Source: an optimization exercise on an open RTL-to-GDS flow (aim: small area, a short achievable clock period and few clock cycles per item). Production flows keep margins and buffers that such runs may drop.
In this exercise RTL edits were held to simulation tests only and were not proved equivalent to the original.

==> flow/design.v (outline; a module is shown in full before it is edited, if it fits) <==
// module conv_fa: 10 lines
// module conv_ha: 9 lines
// module conv_stage: 4059 lines
module conv_stage (
  input  logic         clk,
  input  logic         rst,
  input  logic         in_valid,
  output logic         in_ready,
  input  logic [399:0] act,
  input  logic [399:0] kernel,
  output logic         out_valid,
  input  logic         out_ready,
  output logic [14:0]  conv_sum
);
  // ...
==> flow/flow/run.sh <==
#!/bin/bash
# Own layout flow: the standard synthesis and the standard ORFS steps,
# with the port buffers made from the smallest buffer (buf_1) instead of the
# delay buffer that buffer_ports picks by default. Extra make arguments, one
# per line, come from flow/extra.mk.args (every step) and
# flow/extra.<step>.args (that step only). Each step's full output goes to a
# log file of its own in this folder.
set -euo pipefail
read_args() {
  local f=$1
  if [[ -f $f ]]; then
    while IFS= read -r line; do [[ -n "$line" ]] && ARGS+=("$line"); done < "$f"
  fi
  return 0
}
bash standard.sh synth > synth.log 2>&1
for step in floorplan place cts route finish; do
  ARGS=("BUFFER_PORTS_ARGS=-buffer_cell sky130_fd_sc_hd__buf_1")
  read_args flow/extra.mk.args
  read_args flow/extra.$step.args
  bash standard.sh "${ARGS[@]}" $step > $step.log 2>&1
done
test -f out/final.def
==> flow/flow/extra.cts.args <==
SETUP_SLACK_MARGIN=9.0
==> flow/flow/extra.mk.args <==
CTS_ARGS=-sink_clustering_enable -repair_clock_nets -dont_use_dummy_load -buf_list {sky130_fd_sc_hd__clkbuf_8 sky130_fd_sc_hd__clkbuf_16} -sink_clustering_size 16 -sink_clustering_max_diameter 50
==> flow/flow/extra.route.args <==
SETUP_SLACK_MARGIN=9.0
==> flow/standard.sh <==
#!/bin/bash
# synth_recipe.tcl (not shown) runs the flow's synth.tcl, then flattens the netlist and writes it again
# the make line also repeats each setting of config.mk as NAME=value (left out here)
make -C /OpenROAD-flow-scripts/flow DESIGN_CONFIG=/design/flow/config.mk WORK_HOME=/design/flow/orfs CLKGATE_MAP_FILE= SYNTH_SCRIPT=/design/flow/synth_recipe.tcl "${@:-finish}"
==> flow/config.mk <==
export PLATFORM = sky130hd
export DESIGN_NAME = conv_stage
export DESIGN_NICKNAME = conv_stage
export VERILOG_FILES = /design/flow/design.v
export SDC_FILE = /design/flow/constraint.sdc
export NUM_CORES = 4
export LEC_CHECK = 0
export CAP_MARGIN = 20
export CORE_MARGIN = 2
export CORE_UTILIZATION = 55
export SLEW_MARGIN = 20
export SYNTH_HIERARCHICAL = 1
export SYNTH_MINIMUM_KEEP_SIZE = 0
==> flow/constraint.sdc <==
create_clock -name core_clock -period 13.0 [get_ports {clk}]
set_input_delay 2.6000 -clock core_clock [delete_from_list [all_inputs] [get_ports {clk}]]
set_output_delay 2.6000 -clock core_clock [all_outputs]
set_load 0.01 [all_outputs]
==> impl_metrics.json, run 1 <==
{
  "outcome": "timing/DRC/antenna clean",
  "port_buffers": 820,
  "endpoint_kind": "flip-flop",
  "yosys_warnings": 7,
  "dominant_cells": "multi-input gates",
  "grt_usage_pct": 40.83,
  "place_worst_setup_slack_ps": 8159,
  "core-area_um2": 93050,
  "max_freq_mhz": 247.9,
  "crit_top_cell": "fa_2",
  "regArea_um2": 12600,
  "design.seq.count": 596,
  "io_pins": 821,
  "async_reset_ff_share_pct": 0,
  "rsz0062_at_grt": "yes",
  "largest_reg_flops": 45,
  "dieHeight_um": 310.1,
  "seq_area_share_pct": 21.08,
  "cts_max_level": 3,
  "met3_usage_pct": 7.322,
  "clockBufferDepth": 3,
  "synth_edf_count": 60,
  "grt_pass1_wl_um": 268000,
  "dp_hpwl_um": 172600,
  "yosys.area_share.xor_xnor_pct": 0.08499
}
Testbench counts, summed over its fixed seeds: cycles 4,120, items 4,096.
==> inputs of run 2 (changes only) <==
==> flow/flow/extra.mk.args (replaced) <==
CTS_ARGS=-sink_clustering_enable -repair_clock_nets -dont_use_dummy_load -buf_list {sky130_fd_sc_hd__clkbuf_8} -sink_clustering_size 16 -sink_clustering_max_diameter 50
==> impl_metrics.json, run 2 <==
{
  "outcome": "timing/DRC/antenna clean",
  "core-area_um2": 93050,
  "finalHoldViolations": 0,
  "crit_top_cell": "fa_1",
  "endpoint_kind": "flip-flop",
  "die-area_um2": 96150,
  "setup-tns-final_ps": 0,
  "final_common_cell": "nand2_1",
  "yosysUniqueCellTypes": 42,
  "yosys-top-cells-area": "fa_1 (61%), dfxtp_1 (21%), nand2_1 (12%), edfxtp_1 (3.5%), ha_1 (0.53%)",
  "cp_slowest_cell": "fa_2",
  "muxShareOfSynthArea_pct": 0.3133,
  "clock_skew_ps": 97.53,
  "first_pass_iters": 6,
  "largest_reg_flops": 45,
  "port_buffers": 820,
  "min_period_ps": 4040,
  "path_cells": "fa_2 -> fa_1 -> fa_1 -> fa_1 -> fa_1 -> fa_1 -> fa_1",
  "cp_data_arrival_time_ps": 4570,
  "synth_top_area_cell": "fa_1",
  "start_util_pct": 55.37,
  "setup_viol": 0,
  "layout-drive-gt1-share_pct": 12.92,
  "cp.required_ps": 13530,
  "clockBufferDepth": 3,
  "vias": 34920,
  "cts_buffers": 69,
  "drt.antenna.violating_nets": 0,
  "io_pins": 821,
  "hp-start": "pv[0]$_SDFF_PP0_",
  "reg2reg_from": "n3586_q$_DFF_P_",
  "first_iter_violations": 3569,
  "synthSimpleGateAreaFrac_pct": 12.30,
  "startpoint_type": "flip-flop",
  "final_nets": 7281,
  "synth_compound_area_share_pct": 0.8329,
  "max_stage_delay_ps": 690,
  "routed_wl_um": 188700,
  "fin_util_pct": 62.44,
  "cts_max_level": 3,
  "largest-register": "mem",
  "drv_slew": 0,
  "yosys_warnings": 7,
  "path_class": "reg -> reg",
  "grt_pass1_wl_um": 267300,
  "synth_top_area_share_pct": 61.31,
  "clk_pin_slew_ps": 90,
  "yosys.area_share.xor_xnor_pct": 0.08499,
  "cts-root-buf": "clkbuf_8",
  "dp_hpwl_um": 172600,
  "drcViolationCount": 0,
  "slew_headroom_pct": 32.62,
  "yosysMostFrequentCell": "nand2_1",
  "clk-insertion-delay-late_ps": 680,
  "antenna_found_initial": 12,
  "rows": 112,
  "gp_congestion": 1.013,
  "synth_common_cells": "nand2_1 (1,626), fa_1 (1,578), dfxtp_1 (536), edfxtp_1 (60), inv_1 (28)",
  "die_w_um": 310.1,
  "syn_inst": 3994,
  "cp-startpoint": "n3586_q$_DFF_P_",
  "grt_usage_pct": 40.74,
  "ys.flop_type": "dfxtp_1",
  "clock_sinks": 596,
  "path_max_fanout": 1,
  "syn_to_final_growth_pct": 12.76,
  "synthesis.area_um2": 51520,
  "hp-class": "reg -> reg",
  "grt.overflow.total": 0,
  "grt_pass1_vias": 38370,
  "async_reset_ff_share_pct": 0,
  "wl_per_cell_um": 30.74,
  "final_cell_mix": "nand2_1 (1,614), fa_1 (1,367), buf_1 (547), dfxtp_1 (481), clkbuf_2 (235)",
  "top_regs": "mem (45), conv_sum (15), oc (4)",
  "synth_top_family_by_area": "adder cells",
  "syn_nets": 6398,
  "vias_per_cell": 5.689,
  "avgSynthCellArea_um2": 12.90,
  "synth_fa_ha_area_share_pct": 61.85,
  "seq_area_frac_synth_pct": 24.32,
  "dieHeight_um": 310.1,
  "post-route-period-util_pct": 31.08,
  "whs_ps": 448.6,
  "cts_tree": "built",
  "worstMarginPinSlew_ps": 1009,
  "synth_edf_count": 60,
  "ys_ff_latch": 596,
  "rsz0062_at_grt": "yes",
  "max_freq_mhz": 247.5,
  "max_cap_viol_count": 0,
  "grt_max_degree": 38
}
run 2: worst paths after layout:
check | endpoint | slack, ps | cells past startpoint
setup reg to reg | n4717_q$_DFF_P_ | 8960 | 7
hold reg to reg | pv[1]$_SDFF_PP0_ | 450 | 1
setup / recovery | n4717_q$_DFF_P_ | 8960 | 7
hold / removal | pv[1]$_SDFF_PP0_ | 450 | 1
run 2: what timing repair did:
| action | CTS | global route |
|---|---|---|
| pin swaps | 35 | 82 |
| hold endpoints to repair | 0 | 0 |
| endpoints found under the setup margin | 55 | 126 |
| gates resized for setup | 171 | 386 |
| hold buffers | 0 | 0 |
| buffers inserted | 0 | 0 |
run 2: through the flow:
step           instances  setup WS (ps)  cell area [um2]
6_report            6138           8960            58100
5_1_grt             6135           8911            58090
4_1_cts             6129           8948            57440
3_5_place_dp        6060           8159            56150
3_3_place_gp        6060           8124            56150
2_1_floorplan       3994           8738            51520
run 2: critical path, delay by kind of cell (launching register included):
kind                     cells  cell delay, ps
adder cells (fa/ha/maj)      7            3500
flip-flops                   1             390
run 2: cell type report:
class,count,area (um2)
clock buffer,69,949.7
fill,7701,34950
multi-input combinational,3359,39400
sequential,596,12610
timing repair buffer,823,3445
antenna,9,22.52
inverter,28,105.1
tap,1254,1569
run 2: logic make-up (layout without fill, tap and decap cells):
logic type,count (synthesis),count (layout)
muxes,16,16
DFF,596,596
AOI/OAI and AO/OA,69,69
and+or+nand+nor,1669,1669
xor gates and xnor gates,5,5
buffers and inverters,39,920
adders and majority gates,1600,1600
other,0,9
run 2: metal layers:
layer | GRT usage (%) | up-vias | share of wire, %
met3 | 7.295 | 358 | 9.0
li1 | - | 13940 | -
met4 | 15.02 | 8 | 4.7
met5 | 0 | - | 0.025
met1 | 56.23 | 18610 | 38
met2 | 65.72 | 2009 | 48
run 2: per-module statistics from Yosys, one instance, submodules excluded:
| module | cell area [um2] | cells | copies in the design |
|---|---|---|---|
| conv_stage | 19850 | 2409 | 1 |
| conv_ha | 12.51 | 1 | 8 |
| conv_fa | 20.02 | 1 | 1577 |
==> inputs of run 3 (changes only) <==
==> flow/flow/extra.mk.args (replaced) <==
CTS_ARGS=-sink_clustering_enable -repair_clock_nets -dont_use_dummy_load -buf_list {sky130_fd_sc_hd__clkbuf_4} -sink_clustering_size 10 -sink_clustering_max_diameter 35
==> impl_metrics.json, run 3 <==
{
  "drcViolationCount": 0,
  "async_reset_ff_share_pct": 0,
  "hp-start": "pv[0]$_SDFF_PP0_",
  "cts_tree": "built",
  "largest-register": "mem",
  "hp-class": "reg -> reg",
  "ys.flop_type": "dfxtp_1",
  "routed_wl_um": 188600,
  "fin_cells": 6168,
  "largest_reg_flops": 45,
  "drt.antenna.violating_nets": 0,
  "reg2reg_from": "n3210_q$_DFF_P_",
  "grt_usage_pct": 40.75,
  "clock_skew_ps": 112.8,
  "grt.overflow.total": 0,
  "yosys_warnings": 7,
  "worstMarginPinSlew_ps": 1024,
  "first_pass_iters": 8,
  "rsz0062_at_grt": "yes",
  "hold_buffers": 0,
  "final_area_um2": 57450,
  "fin_util_pct": 61.74,
  "max_freq_mhz": 241.9,
  "path_buf_inv": 1,
  "cp_data_arrival_time_ps": 1530,
  "min_period_ps": 4134,
  "setup_viol": 0,
  "gp_congestion": 1.013,
  "max_cap_viol_count": 0,
  "grt_pass1_wl_um": 267400,
  "first_iter_violations": 3554,
  "syn_inst": 3994,
  "rows": 112,
  "path_max_fanout": 1,
  "synth_top_area_share_pct": 61.31,
  "start_util_pct": 55.37,
  "ys_ff_latch": 596,
  "final_cell_mix": "nand2_1 (1,626), fa_1 (1,416), buf_1 (806), dfxtp_1 (460), fa_2 (162)",
  "synth_common_cells": "nand2_1 (1,626), fa_1 (1,578), dfxtp_1 (536), edfxtp_1 (60), inv_1 (28)",
  "path_cells": "buf_1",
  "grt_max_degree": 38,
  "syn_nets": 6398,
  "wl_per_cell_um": 30.57,
  "cts-root-buf": "clkbuf_4",
  "die-area_um2": 96150,
  "synthesis.area_um2": 51520,
  "drv_slew": 0,
  "finalHoldViolations": 0,
  "cp-startpoint": "conv_sum[14]$_DFFE_PP_",
  "setup-tns-final_ps": 0,
  "yosysMostFrequentCell": "nand2_1",
  "top_regs": "mem (45), conv_sum (15), oc (4)",
  "dieHeight_um": 310.1,
  "final_common_cell": "nand2_1",
  "antenna_found_initial": 11,
  "dp_hpwl_um": 172600,
  "dp_cells": 6060,
  "clk_pin_slew_ps": 110,
  "synth_edf_count": 60,
  "vias_per_cell": 5.698,
  "setup_ws_ps": 8866,
  "max_stage_delay_ps": 480,
  "slew_headroom_pct": 31.64,
  "avgSynthCellArea_um2": 12.90,
  "cp.required_ps": 10400,
  "clockBufferDepth": 3,
  "whs_ps": 449.5,
  "yosys-top-cells-area": "fa_1 (61%), dfxtp_1 (21%), nand2_1 (12%), edfxtp_1 (3.5%), ha_1 (0.53%)",
  "outcome": "timing/DRC/antenna clean",
  "seq_area_frac_synth_pct": 24.32,
  "syn_to_final_growth_pct": 11.50,
  "post-route-period-util_pct": 31.80,
  "startpoint_type": "flip-flop",
  "io_pins": 821,
  "core-area_um2": 93050,
  "vias": 35150,
  "cts_max_level": 3,
  "cp_slowest_cell": "edfxtp_1",
  "yosysUniqueCellTypes": 42,
  "path_class": "reg -> out",
  "endpoint_kind": "primary output",
  "path_delay_family": "flip-flops",
  "port_buffers": 820,
  "cts_buffers": 97,
  "layout-drive-gt1-share_pct": 7.322,
  "grt_pass1_vias": 38510,
  "die_w_um": 310.1,
  "synth_top_area_cell": "fa_1",
  "clk-insertion-delay-late_ps": 890,
  "clock_sinks": 596,
  "place_worst_setup_slack_ps": 8159,
  "final_nets": 7309,
  "placed_cell_area_um2": 56150
}
run 3: what timing repair did:
action,4_1_cts,5_1_grt
gates resized for setup,112,148
pin swaps,27,63
setup endpoints to repair,33,29
buffers inserted,0,0
endpoints found under the hold margin,0,0
gates cloned,0,0
run 3: path summary, 6_finish.rpt:
check,cells past startpoint,slack (ps),to
worst min-delay path,1,450,pv[1]$_SDFF_PP0_
worst min register to register,1,450,pv[1]$_SDFF_PP0_
worst max-delay path,1,8870,conv_sum[14]
worst max register to register,7,8950,n4493_q$_DFF_P_
run 3: cell type report:
| cell class | count | area [um2] |
|---|---|---|
| Antenna cell | 11 | 27.53 |
| Clock buffer | 97 | 728.2 |
| Fill cell | 7782 | 35600 |
| Inverter | 28 | 105.1 |
| Multi-Input combinational cell | 3359 | 39250 |
| Sequential cell | 596 | 12640 |
| Tap cell | 1254 | 1569 |
| Timing Repair Buffer | 823 | 3131 |
run 3: per-module statistics from Yosys (local to each module, per instance):
| module | flip-flops and latches | cells | cell area, um2 |
|---|---|---|---|
| conv_stage | 596 | 2409 | 19850 |
| conv_fa | 0 | 1 | 20.02 |
| conv_ha | 0 | 1 | 12.51 |
run 3: logic make-up after synthesis:
kind of cell	Yosys count	share of synthesized area, %
AOI/OAI and AO/OA	69	0.8330
xor gates and xnor gates	5	0.08501
adders and majority gates	1600	61.85
buffers and inverters	39	0.3036
DFF	596	24.32
muxes	16	0.3132
and+or+nand+nor	1669	12.30
run 3: routing by layer:
layer,wire length (um),vias to the layer above,global-route usage [%],part of all wire (%)
li1,-,14030,-,-
met1,71870,18800,55.97,38
met2,93110,2011,67.27,49
met3,17190,296,7.805,9.1
met4,6390,4,11.49,3.4
met5,18,-,0,0.0095

==> afterwards: timing with drivers on the ports <==
Ports are ideal in the flow. The routed layouts listed here were re-timed in OpenROAD. Step 1: set_driving_cell puts a clkbuf_16 on clk and a buf_2 on each other input, an assumption about the parent block. Step 2 times the ports against the registers' clock, not the clock port: input delays grow and output delays shrink by t, the midpoint of the rising clock arrivals with the driver on. Three values: no drivers, after step 1, after step 2; two values: the first two.
run	shift t [ns]	setup slack, ns	worst setup path after step 2	clock arrival spread, ns	worst data-port slew with drivers (ns)
run 1	0.652	8.966 / 8.978 / 8.333	input to register	0.088 / 0.087	0.11
run 2	0.704	8.960 / 8.960 / 8.259	input to register	0.115 / 0.115	0.11
run 3	0.910	8.866 / 8.804 / 8.109	input to register	0.136 / 0.136	0.12
After both steps setup and hold are still met in every run listed. The setup slack of run 3, which loses most, moves by -0.062 ns with the drivers and by -0.757 ns with both steps.
